From an optimization exercise on the open Yosys and OpenROAD flow, aimed at small area, a short achievable clock period and few clock cycles per item; shortcuts taken in it are not production practice. In this exercise RTL edits were held to simulation tests only and were not proved equivalent to the original.

==> inputs of run a <==
// butterfly2_pipe
module butterfly2_pipe #(
    parameter int N = 16,
    parameter int Q = 14
) (
    input  logic                clk,
    input  logic                rst,
    input  logic                in_valid,
    output logic                in_ready,
    input  logic                in_inv,
    input  logic                in_scale,
    input  logic signed [N-1:0] in0_r,
    input  logic signed [N-1:0] in0_i,
    input  logic signed [N-1:0] in1_r,
    input  logic signed [N-1:0] in1_i,
    input  logic signed [N-1:0] twiddle_r,
    input  logic signed [N-1:0] twiddle_i,
    output logic                out_valid,
    input  logic                out_ready,
    output logic signed [N-1:0] out0_r,
    output logic signed [N-1:0] out0_i,
    output logic signed [N-1:0] out1_r,
    output logic signed [N-1:0] out1_i,
    output logic                ovf,
    input  logic                ovf_clr
);
export LEC_CHECK = 0
export CAP_MARGIN = 20
export CORE_MARGIN = 2
export CORE_UTILIZATION = 40
export SLEW_MARGIN = 20
create_clock -name core_clock -period 9.0 [get_ports {clk}]
standard.sh (not shown) runs the stock make flow with config.mk's settings and CLKGATE_MAP_FILE= SYNTH_SCRIPT=/design/flow/synth_recipe.tcl, a recipe that flattens the netlist after the stock synthesis.
==> flow/flow/run.sh <==
#!/bin/bash
# The standard layout (standard.sh: ORFS with the standard flow's config, constraints
# and scripts), with two changes after synthesis:
#  - the buffers ORFS puts on every input and output port are buf_2 cells
#    instead of the default clkdlybuf4s50_1 delay cells;
#  - timing repair aims at 5.0 ns of setup slack at the fixed 9 ns period
#    (a 4.0 ns path delay).
# Synthesis is the standard one, run on its own first.
set -euo pipefail
export BUFFER_PORTS_ARGS="-buffer_cell sky130_fd_sc_hd__buf_2"
bash standard.sh synth > synth.log 2>&1
bash standard.sh finish SETUP_SLACK_MARGIN=5.0 > layout.log 2>&1
==> inputs of run b, as changes to run a <==
--- a/flow/design.v
+++ b/flow/design.v
@@ -1555,15 +1555,14 @@
     input  logic                ovf_clr
 );
     localparam int L  = 12;
     localparam int H  = 21;
     localparam int LC = 7;
-    logic                w_en;               
-    logic                w_ld3;              
-    logic                r_v1, r_v2, r_v3, r_vk;
+    logic                w_en;
+    logic                r_v1, r_v2, r_v3;
     logic [7:0]          w_one_r, w_two_r, w_neg_r;
-    logic [7:0]          w_one_i, w_two_i, w_negi_im;
+    logic [7:0]          w_one_i, w_two_i, w_negi_re, w_negi_im;
     for (genvar k = 0; k < 8; k++) begin : g_booth
         logic hr, mr, lr, hi, mi, li;
         assign hr = twiddle_r[2*k+1];
         assign mr = twiddle_r[2*k];
         assign hi = twiddle_i[2*k+1];
@@ -1574,60 +1573,46 @@
         end else begin : g_mid
             assign lr = twiddle_r[2*k-1];
             assign li = twiddle_i[2*k-1];
         end
         assign w_one_r[k]   = mr ^ lr;
+        assign w_two_r[k]   = (hr ^ mr) & ~(mr ^ lr);
         assign w_neg_r[k]   = hr;
         assign w_one_i[k]   = mi ^ li;
+        assign w_two_i[k]   = (hi ^ mi) & ~(mi ^ li);
+        assign w_negi_re[k] = hi ^ ~in_inv;
         assign w_negi_im[k] = hi ^ in_inv;
-        if (k == 7) begin : g_top
-            assign w_two_r[k] = 1'b0;
-            assign w_two_i[k] = 1'b0;
-        end else begin : g_two
-            assign w_two_r[k] = (hr ^ mr) & ~(mr ^ lr);
-            assign w_two_i[k] = (hi ^ mi) & ~(mi ^ li);
-        end
     end
     logic [15:0]         r_ar1, r_ai1, r_br1, r_bi1;
     logic [7:0]          r_one_r1, r_two_r1, r_neg_r1;
-    logic [7:0]          r_one_i1, r_two_i1, r_negi_im1;
+    logic [7:0]          r_one_i1, r_two_i1, r_negi_re1, r_negi_im1;
     logic                r_sc1;
     logic [31-LC:0]      w_re0, w_re1, w_im0, w_im1;
     logic [H-L:0]        w_re2, w_im2;
     logic                w_cl_re, w_cl_im;
     logic [31-LC:0]      r_re0, r_re1, r_im0, r_im1;
     logic [H-L:0]        r_re2, r_im2;
     logic                r_cl_re, r_cl_im;
     logic [16:0]         r_apr2, r_api2;    
     logic                r_sc2;
     logic [17:0]         w_x0r, w_x0i, w_x1r, w_x1i;
+    logic [3:0]          w_sat;
     logic [17:0]         r_x0r, r_x0i, r_x1r, r_x1i;
     logic                r_sc3;
-    logic                r_first;            
-    logic                r_ovf, r_clr;       
-    logic                w_ovf;
-    logic [17:0]         r_k0r, r_k0i, r_k1r, r_k1i;
-    logic                r_ksc;
-    assign w_en     = ~r_vk;
-    assign w_ld3    = ~r_v3 | out_ready;
+    logic [3:0]          r_sat3;             
+    logic                r_ovf;
+    assign w_en     = ~r_v3 | out_ready;
     assign in_ready = w_en;
     always_ff @(posedge clk) begin
         if (rst) begin
             r_v1 <= 1'b0;
             r_v2 <= 1'b0;
+            r_v3 <= 1'b0;
         end else if (w_en) begin
             r_v1 <= in_valid;
             r_v2 <= r_v1;
-        end
-    end
-    always_ff @(posedge clk) begin
-        if (rst) begin
-            r_v3 <= 1'b0;
-            r_vk <= 1'b0;
-        end else begin
-            if (w_ld3) r_v3 <= r_vk | r_v2;
-            r_vk <= ~out_ready & (r_vk | (r_v2 & r_v3));
+            r_v3 <= r_v2;
         end
     end
     always_ff @(posedge clk) begin
         if (w_en) begin
             r_ar1      <= in0_r;
@@ -1637,21 +1622,22 @@
             r_one_r1   <= w_one_r;
             r_two_r1   <= w_two_r;
             r_neg_r1   <= w_neg_r;
             r_one_i1   <= w_one_i;
             r_two_i1   <= w_two_i;
+            r_negi_re1 <= w_negi_re;
             r_negi_im1 <= w_negi_im;
             r_sc1      <= in_scale;
         end
     end
     cmul_round u_re (
         .b1   (r_br1),
         .b2   (r_bi1),
         .neg1 (r_neg_r1),
         .one1 (r_one_r1),
         .two1 (r_two_r1),
-        .neg2 (~r_negi_im1),
+        .neg2 (r_negi_re1),
         .one2 (r_one_i1),
         .two2 (r_two_i1),
         .r0   (w_re0),
         .r1   (w_re1),
         .r2   (w_re2),
@@ -1686,65 +1672,50 @@
             r_sc2   <= r_sc1;
         end
     end
     bfly_add u_xr (.ap(r_apr2), .r0(r_re0), .r1(r_re1), .r2(r_re2), .cl(r_cl_re), .x0(w_x0r), .x1(w_x1r));
     bfly_add u_xi (.ap(r_api2), .r0(r_im0), .r1(r_im1), .r2(r_im2), .cl(r_cl_im), .x0(w_x0i), .x1(w_x1i));
+    function automatic logic [15:0] sat_fn(input logic [17:0] x, input logic sc,
+                                           input logic ov);
+        if (ov)      sat_fn = {x[17], {15{~x[17]}}};
+        else if (sc) sat_fn = x[16:1];
+        else         sat_fn = x[15:0];
+    endfunction
     function automatic logic ov_fn(input logic [17:0] x, input logic sc);
         if (sc) ov_fn = x[17] ^ x[16];
         else    ov_fn = (x[17] ^ x[16]) | (x[16] ^ x[15]);
     endfunction
-    function automatic logic [15:0] sat_fn(input logic [17:0] x, input logic sc);
-        if (ov_fn(x, sc)) sat_fn = {x[17], {15{~x[17]}}};
-        else if (sc)      sat_fn = x[16:1];
-        else              sat_fn = x[15:0];
-    endfunction
+    assign w_sat[0] = ov_fn(w_x0r, r_sc2);
+    assign w_sat[1] = ov_fn(w_x0i, r_sc2);
+    assign w_sat[2] = ov_fn(w_x1r, r_sc2);
+    assign w_sat[3] = ov_fn(w_x1i, r_sc2);
     always_ff @(posedge clk) begin
         if (w_en) begin
-            r_k0r  <= w_x0r;
-            r_k0i  <= w_x0i;
-            r_k1r  <= w_x1r;
-            r_k1i  <= w_x1i;
-            r_ksc  <= r_sc2;
+            r_x0r  <= w_x0r;
+            r_x0i  <= w_x0i;
+            r_x1r  <= w_x1r;
+            r_x1i  <= w_x1i;
+            r_sc3  <= r_sc2;
+            r_sat3 <= w_sat;
         end
     end
     always_ff @(posedge clk) begin
-        if (w_ld3) begin
-            if (r_vk) begin
-                r_x0r <= r_k0r;
-                r_x0i <= r_k0i;
-                r_x1r <= r_k1r;
-                r_x1i <= r_k1i;
-                r_sc3 <= r_ksc;
-            end else begin
-                r_x0r <= w_x0r;
-                r_x0i <= w_x0i;
-                r_x1r <= w_x1r;
-                r_x1i <= w_x1i;
-                r_sc3 <= r_sc2;
-            end
+        if (rst) begin
+            r_ovf <= 1'b0;
+        end else if (w_en && r_v2 && (|w_sat)) begin
+            r_ovf <= 1'b1;
+        end else if (ovf_clr) begin
+            r_ovf <= 1'b0;
         end
     end
-    always_ff @(posedge clk) begin
-        if (rst) begin
-            r_first <= 1'b0;
-            r_ovf   <= 1'b0;
-        end else begin
-            r_first <= w_ld3 & (r_vk | r_v2);
-            r_ovf   <= w_ovf;
-        end
-        r_clr <= ovf_clr;
-    end
-    assign w_ovf = (r_first & (ov_fn(r_x0r, r_sc3) | ov_fn(r_x0i, r_sc3) |
-                               ov_fn(r_x1r, r_sc3) | ov_fn(r_x1i, r_sc3))) |
-                   (~r_clr & r_ovf);
     logic [15:0] w_o0r, w_o0i, w_o1r, w_o1i;
-    assign w_o0r = sat_fn(r_x0r, r_sc3);
-    assign w_o0i = sat_fn(r_x0i, r_sc3);
-    assign w_o1r = sat_fn(r_x1r, r_sc3);
-    assign w_o1i = sat_fn(r_x1i, r_sc3);
+    assign w_o0r = sat_fn(r_x0r, r_sc3, r_sat3[0]);
+    assign w_o0i = sat_fn(r_x0i, r_sc3, r_sat3[1]);
+    assign w_o1r = sat_fn(r_x1r, r_sc3, r_sat3[2]);
+    assign w_o1i = sat_fn(r_x1i, r_sc3, r_sat3[3]);
     assign out_valid = r_v3;
     assign out0_r    = w_o0r;
     assign out0_i    = w_o0i;
     assign out1_r    = w_o1r;
     assign out1_i    = w_o1i;
-    assign ovf       = w_ovf;
+    assign ovf       = r_ovf;
 endmodule
==> flow/run.sh (new file) <==
#!/bin/bash
# synth_recipe.tcl (not shown) runs the flow's synth.tcl, then flattens the netlist and writes it again
# the make line also repeats each setting of config.mk as NAME=value (left out here)
make -C /OpenROAD-flow-scripts/flow DESIGN_CONFIG=/design/flow/config.mk WORK_HOME=/design/flow/orfs CLKGATE_MAP_FILE= SYNTH_SCRIPT=/design/flow/synth_recipe.tcl finish
--- a/flow/config.mk
+++ b/flow/config.mk
@@ -6,6 +6,7 @@
 export NUM_CORES = 4
 export LEC_CHECK = 0
 export CAP_MARGIN = 20
 export CORE_MARGIN = 2
 export CORE_UTILIZATION = 40
+export SETUP_SLACK_MARGIN = 4.75
 export SLEW_MARGIN = 20
removed: flow/flow/run.sh
removed: flow/standard.sh
==> inputs of run c, as changes to run a <==
--- a/flow/design.v
+++ b/flow/design.v
@@ -1555,13 +1555,12 @@
     input  logic                ovf_clr
 );
     localparam int L  = 12;
     localparam int H  = 21;
     localparam int LC = 7;
-    logic                w_en;               
-    logic                w_ld3;              
-    logic                r_v1, r_v2, r_v3, r_vk;
+    logic                w_en;
+    logic                r_v1, r_v2, r_v3;
     logic [7:0]          w_one_r, w_two_r, w_neg_r;
     logic [7:0]          w_one_i, w_two_i, w_negi_im;
     for (genvar k = 0; k < 8; k++) begin : g_booth
         logic hr, mr, lr, hi, mi, li;
         assign hr = twiddle_r[2*k+1];
@@ -1603,31 +1602,21 @@
     logic [17:0]         r_x0r, r_x0i, r_x1r, r_x1i;
     logic                r_sc3;
     logic                r_first;            
     logic                r_ovf, r_clr;       
     logic                w_ovf;
-    logic [17:0]         r_k0r, r_k0i, r_k1r, r_k1i;
-    logic                r_ksc;
-    assign w_en     = ~r_vk;
-    assign w_ld3    = ~r_v3 | out_ready;
+    assign w_en     = ~r_v3 | out_ready;
     assign in_ready = w_en;
     always_ff @(posedge clk) begin
         if (rst) begin
             r_v1 <= 1'b0;
             r_v2 <= 1'b0;
+            r_v3 <= 1'b0;
         end else if (w_en) begin
             r_v1 <= in_valid;
             r_v2 <= r_v1;
-        end
-    end
-    always_ff @(posedge clk) begin
-        if (rst) begin
-            r_v3 <= 1'b0;
-            r_vk <= 1'b0;
-        end else begin
-            if (w_ld3) r_v3 <= r_vk | r_v2;
-            r_vk <= ~out_ready & (r_vk | (r_v2 & r_v3));
+            r_v3 <= r_v2;
         end
     end
     always_ff @(posedge clk) begin
         if (w_en) begin
             r_ar1      <= in0_r;
@@ -1697,40 +1686,23 @@
         else if (sc)      sat_fn = x[16:1];
         else              sat_fn = x[15:0];
     endfunction
     always_ff @(posedge clk) begin
         if (w_en) begin
-            r_k0r  <= w_x0r;
-            r_k0i  <= w_x0i;
-            r_k1r  <= w_x1r;
-            r_k1i  <= w_x1i;
-            r_ksc  <= r_sc2;
-        end
-    end
-    always_ff @(posedge clk) begin
-        if (w_ld3) begin
-            if (r_vk) begin
-                r_x0r <= r_k0r;
-                r_x0i <= r_k0i;
-                r_x1r <= r_k1r;
-                r_x1i <= r_k1i;
-                r_sc3 <= r_ksc;
-            end else begin
-                r_x0r <= w_x0r;
-                r_x0i <= w_x0i;
-                r_x1r <= w_x1r;
-                r_x1i <= w_x1i;
-                r_sc3 <= r_sc2;
-            end
+            r_x0r <= w_x0r;
+            r_x0i <= w_x0i;
+            r_x1r <= w_x1r;
+            r_x1i <= w_x1i;
+            r_sc3 <= r_sc2;
         end
     end
     always_ff @(posedge clk) begin
         if (rst) begin
             r_first <= 1'b0;
             r_ovf   <= 1'b0;
         end else begin
-            r_first <= w_ld3 & (r_vk | r_v2);
+            r_first <= w_en & r_v2;
             r_ovf   <= w_ovf;
         end
         r_clr <= ovf_clr;
     end
     assign w_ovf = (r_first & (ov_fn(r_x0r, r_sc3) | ov_fn(r_x0i, r_sc3) |
==> flow/flow/run.sh (replaced) <==
#!/bin/bash
# The standard layout (standard.sh: ORFS with the standard flow's config, constraints
# and scripts), with two changes after synthesis:
#  - the buffers ORFS puts on every input and output port are buf_2 cells
#    instead of the default clkdlybuf4s50_1 delay cells;
#  - timing repair aims at 4.8 ns of setup slack at the fixed 9 ns period
#    (a 4.2 ns path delay).
# Synthesis is the standard one, run on its own first.
set -euo pipefail
export BUFFER_PORTS_ARGS="-buffer_cell sky130_fd_sc_hd__buf_2"
bash standard.sh synth > synth.log 2>&1
bash standard.sh finish SETUP_SLACK_MARGIN=4.8 > layout.log 2>&1
==> results.txt <==
The highest setup slack belongs to run a, the lowest to run c.
Between run c and run b, the lower sequential cell count is in run c (gap 12).
Synthesized cell count: run b < run c < run a.
Non-clock buffer count, highest first: run a, run b, run c.
Hold slack: run c < run a < run b.
==> figures <==
metric	run c	run b	run a
Required arrival time at the worst endpoint	9.32 ns	9.38 ns	9.37 ns
Drt first-iter violations	2720	2743	3089
Fill cell count	9139	9028	9545
Worst clock skew	0.04534 ns	0.02890 ns	0.02545 ns
Capture point of the critical path	r_im1[16]	r_im1[3]	r_re1[4]
Pin count of the biggest net entering global routing	81	79	121
Vias per std cell	5.606	5.645	5.552
Global-route usage over all layers	0.2336	0.2294	0.2238
Outcome	finished clean	finished clean	finished clean
Num sequential	347	359	421
Slew @ Worst Pin	1.010 ns	1.011 ns	0.9760 ns
Pre-CTS worst setup slack	3.941 ns	3.380 ns	4.203 ns
Hold path depth	0	2	2
Buffers inserted during post-CTS setup optimization	9	18	26
Testbench counts of run a, summed over its fixed seeds: cycles 24,024, items 24,000.
Testbench counts of run b, summed over its fixed seeds: cycles 24,024, items 24,000.
Testbench counts of run c, summed over its fixed seeds: cycles 24,024, items 24,000.

==> inputs of v3 <==
butterfly2_pipe with an RTL version that a note above also has.
## butterfly2_pipe
module butterfly2_pipe #(
    parameter int N = 16,
    parameter int Q = 14
) (
    input  logic                clk,
    input  logic                rst,
    input  logic                in_valid,
    output logic                in_ready,
    input  logic                in_inv,
    input  logic                in_scale,
    input  logic signed [N-1:0] in0_r,
    input  logic signed [N-1:0] in0_i,
    input  logic signed [N-1:0] in1_r,
    input  logic signed [N-1:0] in1_i,
    input  logic signed [N-1:0] twiddle_r,
    input  logic signed [N-1:0] twiddle_i,
    output logic                out_valid,
    input  logic                out_ready,
    output logic signed [N-1:0] out0_r,
    output logic signed [N-1:0] out0_i,
    output logic signed [N-1:0] out1_r,
    output logic signed [N-1:0] out1_i,
    output logic                ovf,
    input  logic                ovf_clr
);
Settings: LEC_CHECK=0, CAP_MARGIN=20, CORE_MARGIN=2, CORE_UTILIZATION=40, SLEW_MARGIN=20; clock period 9.0 ns.
==> flow/flow/run.sh <==
#!/bin/bash
# The standard layout (standard.sh: ORFS with the standard flow's config, constraints
# and scripts), with two changes after synthesis:
#  - the buffers ORFS puts on every input and output port are buf_2 cells
#    instead of the default clkdlybuf4s50_1 delay cells;
#  - timing repair aims at 4.6 ns of setup slack at the fixed 9 ns period
#    (a 4.4 ns path delay).
# Synthesis is the standard one, run on its own first.
set -euo pipefail
export BUFFER_PORTS_ARGS="-buffer_cell sky130_fd_sc_hd__buf_2"
bash standard.sh synth > synth.log 2>&1
bash standard.sh finish SETUP_SLACK_MARGIN=4.6 > layout.log 2>&1
==> inputs of v22, as changes to v3 <==
--- a/flow/design.v
+++ b/flow/design.v
@@ -1558,11 +1558,11 @@
     localparam int H  = 21;
     localparam int LC = 7;
     logic                w_en;
     logic                r_v1, r_v2, r_v3;
     logic [7:0]          w_one_r, w_two_r, w_neg_r;
-    logic [7:0]          w_one_i, w_two_i, w_negi_im;
+    logic [7:0]          w_one_i, w_two_i, w_negi_re, w_negi_im;
     for (genvar k = 0; k < 8; k++) begin : g_booth
         logic hr, mr, lr, hi, mi, li;
         assign hr = twiddle_r[2*k+1];
         assign mr = twiddle_r[2*k];
         assign hi = twiddle_i[2*k+1];
@@ -1573,39 +1573,35 @@
         end else begin : g_mid
             assign lr = twiddle_r[2*k-1];
             assign li = twiddle_i[2*k-1];
         end
         assign w_one_r[k]   = mr ^ lr;
+        assign w_two_r[k]   = (hr ^ mr) & ~(mr ^ lr);
         assign w_neg_r[k]   = hr;
         assign w_one_i[k]   = mi ^ li;
+        assign w_two_i[k]   = (hi ^ mi) & ~(mi ^ li);
+        assign w_negi_re[k] = hi ^ ~in_inv;
         assign w_negi_im[k] = hi ^ in_inv;
-        if (k == 7) begin : g_top
-            assign w_two_r[k] = 1'b0;
-            assign w_two_i[k] = 1'b0;
-        end else begin : g_two
-            assign w_two_r[k] = (hr ^ mr) & ~(mr ^ lr);
-            assign w_two_i[k] = (hi ^ mi) & ~(mi ^ li);
-        end
     end
     logic [15:0]         r_ar1, r_ai1, r_br1, r_bi1;
     logic [7:0]          r_one_r1, r_two_r1, r_neg_r1;
-    logic [7:0]          r_one_i1, r_two_i1, r_negi_im1;
+    logic [7:0]          r_one_i1, r_two_i1, r_negi_re1, r_negi_im1;
     logic                r_sc1;
     logic [31-LC:0]      w_re0, w_re1, w_im0, w_im1;
     logic [H-L:0]        w_re2, w_im2;
     logic                w_cl_re, w_cl_im;
     logic [31-LC:0]      r_re0, r_re1, r_im0, r_im1;
     logic [H-L:0]        r_re2, r_im2;
     logic                r_cl_re, r_cl_im;
     logic [16:0]         r_apr2, r_api2;    
     logic                r_sc2;
     logic [17:0]         w_x0r, w_x0i, w_x1r, w_x1i;
+    logic [3:0]          w_sat;
     logic [17:0]         r_x0r, r_x0i, r_x1r, r_x1i;
     logic                r_sc3;
-    logic                r_first;            
-    logic                r_ovf, r_clr;       
-    logic                w_ovf;
+    logic [3:0]          r_sat3;             
+    logic                r_ovf;
     assign w_en     = ~r_v3 | out_ready;
     assign in_ready = w_en;
     always_ff @(posedge clk) begin
         if (rst) begin
             r_v1 <= 1'b0;
@@ -1626,21 +1622,22 @@
             r_one_r1   <= w_one_r;
             r_two_r1   <= w_two_r;
             r_neg_r1   <= w_neg_r;
             r_one_i1   <= w_one_i;
             r_two_i1   <= w_two_i;
+            r_negi_re1 <= w_negi_re;
             r_negi_im1 <= w_negi_im;
             r_sc1      <= in_scale;
         end
     end
     cmul_round u_re (
         .b1   (r_br1),
         .b2   (r_bi1),
         .neg1 (r_neg_r1),
         .one1 (r_one_r1),
         .two1 (r_two_r1),
-        .neg2 (~r_negi_im1),
+        .neg2 (r_negi_re1),
         .one2 (r_one_i1),
         .two2 (r_two_i1),
         .r0   (w_re0),
         .r1   (w_re1),
         .r2   (w_re2),
@@ -1675,48 +1672,50 @@
             r_sc2   <= r_sc1;
         end
     end
     bfly_add u_xr (.ap(r_apr2), .r0(r_re0), .r1(r_re1), .r2(r_re2), .cl(r_cl_re), .x0(w_x0r), .x1(w_x1r));
     bfly_add u_xi (.ap(r_api2), .r0(r_im0), .r1(r_im1), .r2(r_im2), .cl(r_cl_im), .x0(w_x0i), .x1(w_x1i));
+    function automatic logic [15:0] sat_fn(input logic [17:0] x, input logic sc,
+                                           input logic ov);
+        if (ov)      sat_fn = {x[17], {15{~x[17]}}};
+        else if (sc) sat_fn = x[16:1];
+        else         sat_fn = x[15:0];
+    endfunction
     function automatic logic ov_fn(input logic [17:0] x, input logic sc);
         if (sc) ov_fn = x[17] ^ x[16];
         else    ov_fn = (x[17] ^ x[16]) | (x[16] ^ x[15]);
     endfunction
-    function automatic logic [15:0] sat_fn(input logic [17:0] x, input logic sc);
-        if (ov_fn(x, sc)) sat_fn = {x[17], {15{~x[17]}}};
-        else if (sc)      sat_fn = x[16:1];
-        else              sat_fn = x[15:0];
-    endfunction
+    assign w_sat[0] = ov_fn(w_x0r, r_sc2);
+    assign w_sat[1] = ov_fn(w_x0i, r_sc2);
+    assign w_sat[2] = ov_fn(w_x1r, r_sc2);
+    assign w_sat[3] = ov_fn(w_x1i, r_sc2);
     always_ff @(posedge clk) begin
         if (w_en) begin
-            r_x0r <= w_x0r;
-            r_x0i <= w_x0i;
-            r_x1r <= w_x1r;
-            r_x1i <= w_x1i;
-            r_sc3 <= r_sc2;
+            r_x0r  <= w_x0r;
+            r_x0i  <= w_x0i;
+            r_x1r  <= w_x1r;
+            r_x1i  <= w_x1i;
+            r_sc3  <= r_sc2;
+            r_sat3 <= w_sat;
         end
     end
     always_ff @(posedge clk) begin
         if (rst) begin
-            r_first <= 1'b0;
-            r_ovf   <= 1'b0;
-        end else begin
-            r_first <= w_en & r_v2;
-            r_ovf   <= w_ovf;
-        end
-        r_clr <= ovf_clr;
-    end
-    assign w_ovf = (r_first & (ov_fn(r_x0r, r_sc3) | ov_fn(r_x0i, r_sc3) |
-                               ov_fn(r_x1r, r_sc3) | ov_fn(r_x1i, r_sc3))) |
-                   (~r_clr & r_ovf);
+            r_ovf <= 1'b0;
+        end else if (w_en && r_v2 && (|w_sat)) begin
+            r_ovf <= 1'b1;
+        end else if (ovf_clr) begin
+            r_ovf <= 1'b0;
+        end
+    end
     logic [15:0] w_o0r, w_o0i, w_o1r, w_o1i;
-    assign w_o0r = sat_fn(r_x0r, r_sc3);
-    assign w_o0i = sat_fn(r_x0i, r_sc3);
-    assign w_o1r = sat_fn(r_x1r, r_sc3);
-    assign w_o1i = sat_fn(r_x1i, r_sc3);
+    assign w_o0r = sat_fn(r_x0r, r_sc3, r_sat3[0]);
+    assign w_o0i = sat_fn(r_x0i, r_sc3, r_sat3[1]);
+    assign w_o1r = sat_fn(r_x1r, r_sc3, r_sat3[2]);
+    assign w_o1i = sat_fn(r_x1i, r_sc3, r_sat3[3]);
     assign out_valid = r_v3;
     assign out0_r    = w_o0r;
     assign out0_i    = w_o0i;
     assign out1_r    = w_o1r;
     assign out1_i    = w_o1i;
-    assign ovf       = w_ovf;
+    assign ovf       = r_ovf;
 endmodule
==> flow/run.sh (new file) <==
#!/bin/bash
# synth_recipe.tcl (not shown) runs the flow's synth.tcl, then flattens the netlist and writes it again
# the make line also repeats each setting of config.mk as NAME=value (left out here)
make -C /OpenROAD-flow-scripts/flow DESIGN_CONFIG=/design/flow/config.mk WORK_HOME=/design/flow/orfs CLKGATE_MAP_FILE= SYNTH_SCRIPT=/design/flow/synth_recipe.tcl finish
Settings changed: CTS_BUF_LIST from default to sky130_fd_sc_hd__clkbuf_4 sky130_fd_sc_hd__clkbuf_8, SETUP_SLACK_MARGIN from default to 4.75.
removed: flow/flow/run.sh
removed: flow/standard.sh
==> inputs of v20, as changes to v3 <==
--- a/flow/design.v
+++ b/flow/design.v
@@ -1558,11 +1558,11 @@
     localparam int H  = 21;
     localparam int LC = 7;
     logic                w_en;
     logic                r_v1, r_v2, r_v3;
     logic [7:0]          w_one_r, w_two_r, w_neg_r;
-    logic [7:0]          w_one_i, w_two_i, w_negi_im;
+    logic [7:0]          w_one_i, w_two_i, w_negi_re, w_negi_im;
     for (genvar k = 0; k < 8; k++) begin : g_booth
         logic hr, mr, lr, hi, mi, li;
         assign hr = twiddle_r[2*k+1];
         assign mr = twiddle_r[2*k];
         assign hi = twiddle_i[2*k+1];
@@ -1573,39 +1573,35 @@
         end else begin : g_mid
             assign lr = twiddle_r[2*k-1];
             assign li = twiddle_i[2*k-1];
         end
         assign w_one_r[k]   = mr ^ lr;
+        assign w_two_r[k]   = (hr ^ mr) & ~(mr ^ lr);
         assign w_neg_r[k]   = hr;
         assign w_one_i[k]   = mi ^ li;
+        assign w_two_i[k]   = (hi ^ mi) & ~(mi ^ li);
+        assign w_negi_re[k] = hi ^ ~in_inv;
         assign w_negi_im[k] = hi ^ in_inv;
-        if (k == 7) begin : g_top
-            assign w_two_r[k] = 1'b0;
-            assign w_two_i[k] = 1'b0;
-        end else begin : g_two
-            assign w_two_r[k] = (hr ^ mr) & ~(mr ^ lr);
-            assign w_two_i[k] = (hi ^ mi) & ~(mi ^ li);
-        end
     end
     logic [15:0]         r_ar1, r_ai1, r_br1, r_bi1;
     logic [7:0]          r_one_r1, r_two_r1, r_neg_r1;
-    logic [7:0]          r_one_i1, r_two_i1, r_negi_im1;
+    logic [7:0]          r_one_i1, r_two_i1, r_negi_re1, r_negi_im1;
     logic                r_sc1;
     logic [31-LC:0]      w_re0, w_re1, w_im0, w_im1;
     logic [H-L:0]        w_re2, w_im2;
     logic                w_cl_re, w_cl_im;
     logic [31-LC:0]      r_re0, r_re1, r_im0, r_im1;
     logic [H-L:0]        r_re2, r_im2;
     logic                r_cl_re, r_cl_im;
     logic [16:0]         r_apr2, r_api2;    
     logic                r_sc2;
     logic [17:0]         w_x0r, w_x0i, w_x1r, w_x1i;
+    logic [3:0]          w_sat;
     logic [17:0]         r_x0r, r_x0i, r_x1r, r_x1i;
     logic                r_sc3;
-    logic                r_first;            
-    logic                r_ovf, r_clr;       
-    logic                w_ovf;
+    logic [3:0]          r_sat3;             
+    logic                r_ovf;
     assign w_en     = ~r_v3 | out_ready;
     assign in_ready = w_en;
     always_ff @(posedge clk) begin
         if (rst) begin
             r_v1 <= 1'b0;
@@ -1626,21 +1622,22 @@
             r_one_r1   <= w_one_r;
             r_two_r1   <= w_two_r;
             r_neg_r1   <= w_neg_r;
             r_one_i1   <= w_one_i;
             r_two_i1   <= w_two_i;
+            r_negi_re1 <= w_negi_re;
             r_negi_im1 <= w_negi_im;
             r_sc1      <= in_scale;
         end
     end
     cmul_round u_re (
         .b1   (r_br1),
         .b2   (r_bi1),
         .neg1 (r_neg_r1),
         .one1 (r_one_r1),
         .two1 (r_two_r1),
-        .neg2 (~r_negi_im1),
+        .neg2 (r_negi_re1),
         .one2 (r_one_i1),
         .two2 (r_two_i1),
         .r0   (w_re0),
         .r1   (w_re1),
         .r2   (w_re2),
@@ -1675,48 +1672,50 @@
             r_sc2   <= r_sc1;
         end
     end
     bfly_add u_xr (.ap(r_apr2), .r0(r_re0), .r1(r_re1), .r2(r_re2), .cl(r_cl_re), .x0(w_x0r), .x1(w_x1r));
     bfly_add u_xi (.ap(r_api2), .r0(r_im0), .r1(r_im1), .r2(r_im2), .cl(r_cl_im), .x0(w_x0i), .x1(w_x1i));
+    function automatic logic [15:0] sat_fn(input logic [17:0] x, input logic sc,
+                                           input logic ov);
+        if (ov)      sat_fn = {x[17], {15{~x[17]}}};
+        else if (sc) sat_fn = x[16:1];
+        else         sat_fn = x[15:0];
+    endfunction
     function automatic logic ov_fn(input logic [17:0] x, input logic sc);
         if (sc) ov_fn = x[17] ^ x[16];
         else    ov_fn = (x[17] ^ x[16]) | (x[16] ^ x[15]);
     endfunction
-    function automatic logic [15:0] sat_fn(input logic [17:0] x, input logic sc);
-        if (ov_fn(x, sc)) sat_fn = {x[17], {15{~x[17]}}};
-        else if (sc)      sat_fn = x[16:1];
-        else              sat_fn = x[15:0];
-    endfunction
+    assign w_sat[0] = ov_fn(w_x0r, r_sc2);
+    assign w_sat[1] = ov_fn(w_x0i, r_sc2);
+    assign w_sat[2] = ov_fn(w_x1r, r_sc2);
+    assign w_sat[3] = ov_fn(w_x1i, r_sc2);
     always_ff @(posedge clk) begin
         if (w_en) begin
-            r_x0r <= w_x0r;
-            r_x0i <= w_x0i;
-            r_x1r <= w_x1r;
-            r_x1i <= w_x1i;
-            r_sc3 <= r_sc2;
+            r_x0r  <= w_x0r;
+            r_x0i  <= w_x0i;
+            r_x1r  <= w_x1r;
+            r_x1i  <= w_x1i;
+            r_sc3  <= r_sc2;
+            r_sat3 <= w_sat;
         end
     end
     always_ff @(posedge clk) begin
         if (rst) begin
-            r_first <= 1'b0;
-            r_ovf   <= 1'b0;
-        end else begin
-            r_first <= w_en & r_v2;
-            r_ovf   <= w_ovf;
-        end
-        r_clr <= ovf_clr;
-    end
-    assign w_ovf = (r_first & (ov_fn(r_x0r, r_sc3) | ov_fn(r_x0i, r_sc3) |
-                               ov_fn(r_x1r, r_sc3) | ov_fn(r_x1i, r_sc3))) |
-                   (~r_clr & r_ovf);
+            r_ovf <= 1'b0;
+        end else if (w_en && r_v2 && (|w_sat)) begin
+            r_ovf <= 1'b1;
+        end else if (ovf_clr) begin
+            r_ovf <= 1'b0;
+        end
+    end
     logic [15:0] w_o0r, w_o0i, w_o1r, w_o1i;
-    assign w_o0r = sat_fn(r_x0r, r_sc3);
-    assign w_o0i = sat_fn(r_x0i, r_sc3);
-    assign w_o1r = sat_fn(r_x1r, r_sc3);
-    assign w_o1i = sat_fn(r_x1i, r_sc3);
+    assign w_o0r = sat_fn(r_x0r, r_sc3, r_sat3[0]);
+    assign w_o0i = sat_fn(r_x0i, r_sc3, r_sat3[1]);
+    assign w_o1r = sat_fn(r_x1r, r_sc3, r_sat3[2]);
+    assign w_o1i = sat_fn(r_x1i, r_sc3, r_sat3[3]);
     assign out_valid = r_v3;
     assign out0_r    = w_o0r;
     assign out0_i    = w_o0i;
     assign out1_r    = w_o1r;
     assign out1_i    = w_o1i;
-    assign ovf       = w_ovf;
+    assign ovf       = r_ovf;
 endmodule
==> flow/flow/run.sh (replaced) <==
#!/bin/bash
set -e
export BUFFER_PORTS_ARGS="-buffer_cell sky130_fd_sc_hd__buf_2"
bash standard.sh > standard.log 2>&1
Settings changed: SETUP_SLACK_MARGIN from default to 4.75.
==> flow_metrics.env <==
export IMPL_status="no timing/DRC/antenna violations"
export IMPL_setup_ws_ps=4840
export IMPL_wl_met3_mm=13.5
export IMPL_startpoint_type="register"
export IMPL_vias_per_cell=5.73
export IMPL_synth_commonest_cells="xnor2_1, fa_1, a22oi_1, inv_1, edfxtp_1"
export IMPL_highest_layer="met5"
export IMPL_num_nets_final=4428
export IMPL_path_delay_family="adder cells"
export IMPL_wire_per_inst_microns=24.7
[end of results for v20]
==> flow_metrics.env <==
export IMPL_path_delay_family="buffers and inverters"
export IMPL_synth_most_common_cell="xnor2_1"
export IMPL_status="no timing/DRC/antenna violations"
export IMPL_highest_layer="met4"
export IMPL_area_dominant_class="multi-input gates"
export IMPL_synth_commonest_cells="xnor2_1, fa_1, a22oi_1, inv_1, edfxtp_1"
export IMPL_num_nets_final=4477
export IMPL_vias_per_cell=5.63
export IMPL_rows=115
export IMPL_grt_remaining_overflow=0
export IMPL_wl_met3_mm=11.7
export IMPL_startpoint_type="input port"
export IMPL_grtUsageMet1_pct=31.5
export IMPL_wire_per_inst_microns=23.5
[end of results for v22]
==> flow_metrics.env <==
export IMPL_status="no timing/DRC/antenna violations"
export IMPL_highest_layer="met4"
export IMPL_path_delay_family="adder cells"
export IMPL_vias_per_cell=5.63
export IMPL_htree_levels=2
export IMPL_setup_viol=0
export IMPL_startpoint_type="register"
export IMPL_wl_met3_mm=12.5
export IMPL_num_nets_final=4435
export IMPL_wire_per_inst_microns=23.7
export IMPL_setup_ws_ps=4700
[end of results for v3]
Testbench counts of v3, summed over its fixed seeds: cycles 24,024, items 24,000.
Testbench counts of v22, summed over its fixed seeds: cycles 24,024, items 24,000.
Testbench counts of v20, summed over its fixed seeds: cycles 24,024, items 24,000.

## port drivers added, routing unchanged
The flow's constraints put no driver on any port. The routed layouts listed below were extracted and timed again, unchanged, in two steps.
Step 1 (the two cells are an assumption about what drives the block):
set clk [get_ports {clk}]
set_driving_cell -lib_cell sky130_fd_sc_hd__clkbuf_16 $clk
set_driving_cell -lib_cell sky130_fd_sc_hd__buf_2 [delete_from_list [all_inputs] $clk]
Step 2, shift: input delay + t, output delay - t, t = (earliest + latest rising clock arrival at the registers) / 2. This alone moves slack from input paths to output paths.
Slacks: no drivers / after step 1 / after step 2; pairs: no drivers / after step 1.
run | shift t [ns] | setup slack, ns | worst data-port slew with drivers (ns)
run a | 0.700 | 5.006 / 4.980 / 5.006 | 0.09
run b | 0.679 | 4.849 / 4.788 / 4.379 | 0.07
run c | 0.653 | 4.817 / 4.817 / 4.562 | 0.08
v3 | 0.660 | 4.695 / 4.695 / 4.404 | 0.07
v22 | 0.769 | 4.796 / 4.752 / 4.262 | 0.07
v20 | 0.703 | 4.842 / 4.842 / 4.708 | 0.06
After both steps every run listed still meets setup and hold. For v22, which loses most, drivers alone change the setup slack by -0.044 ns; drivers and shift together by -0.534 ns.
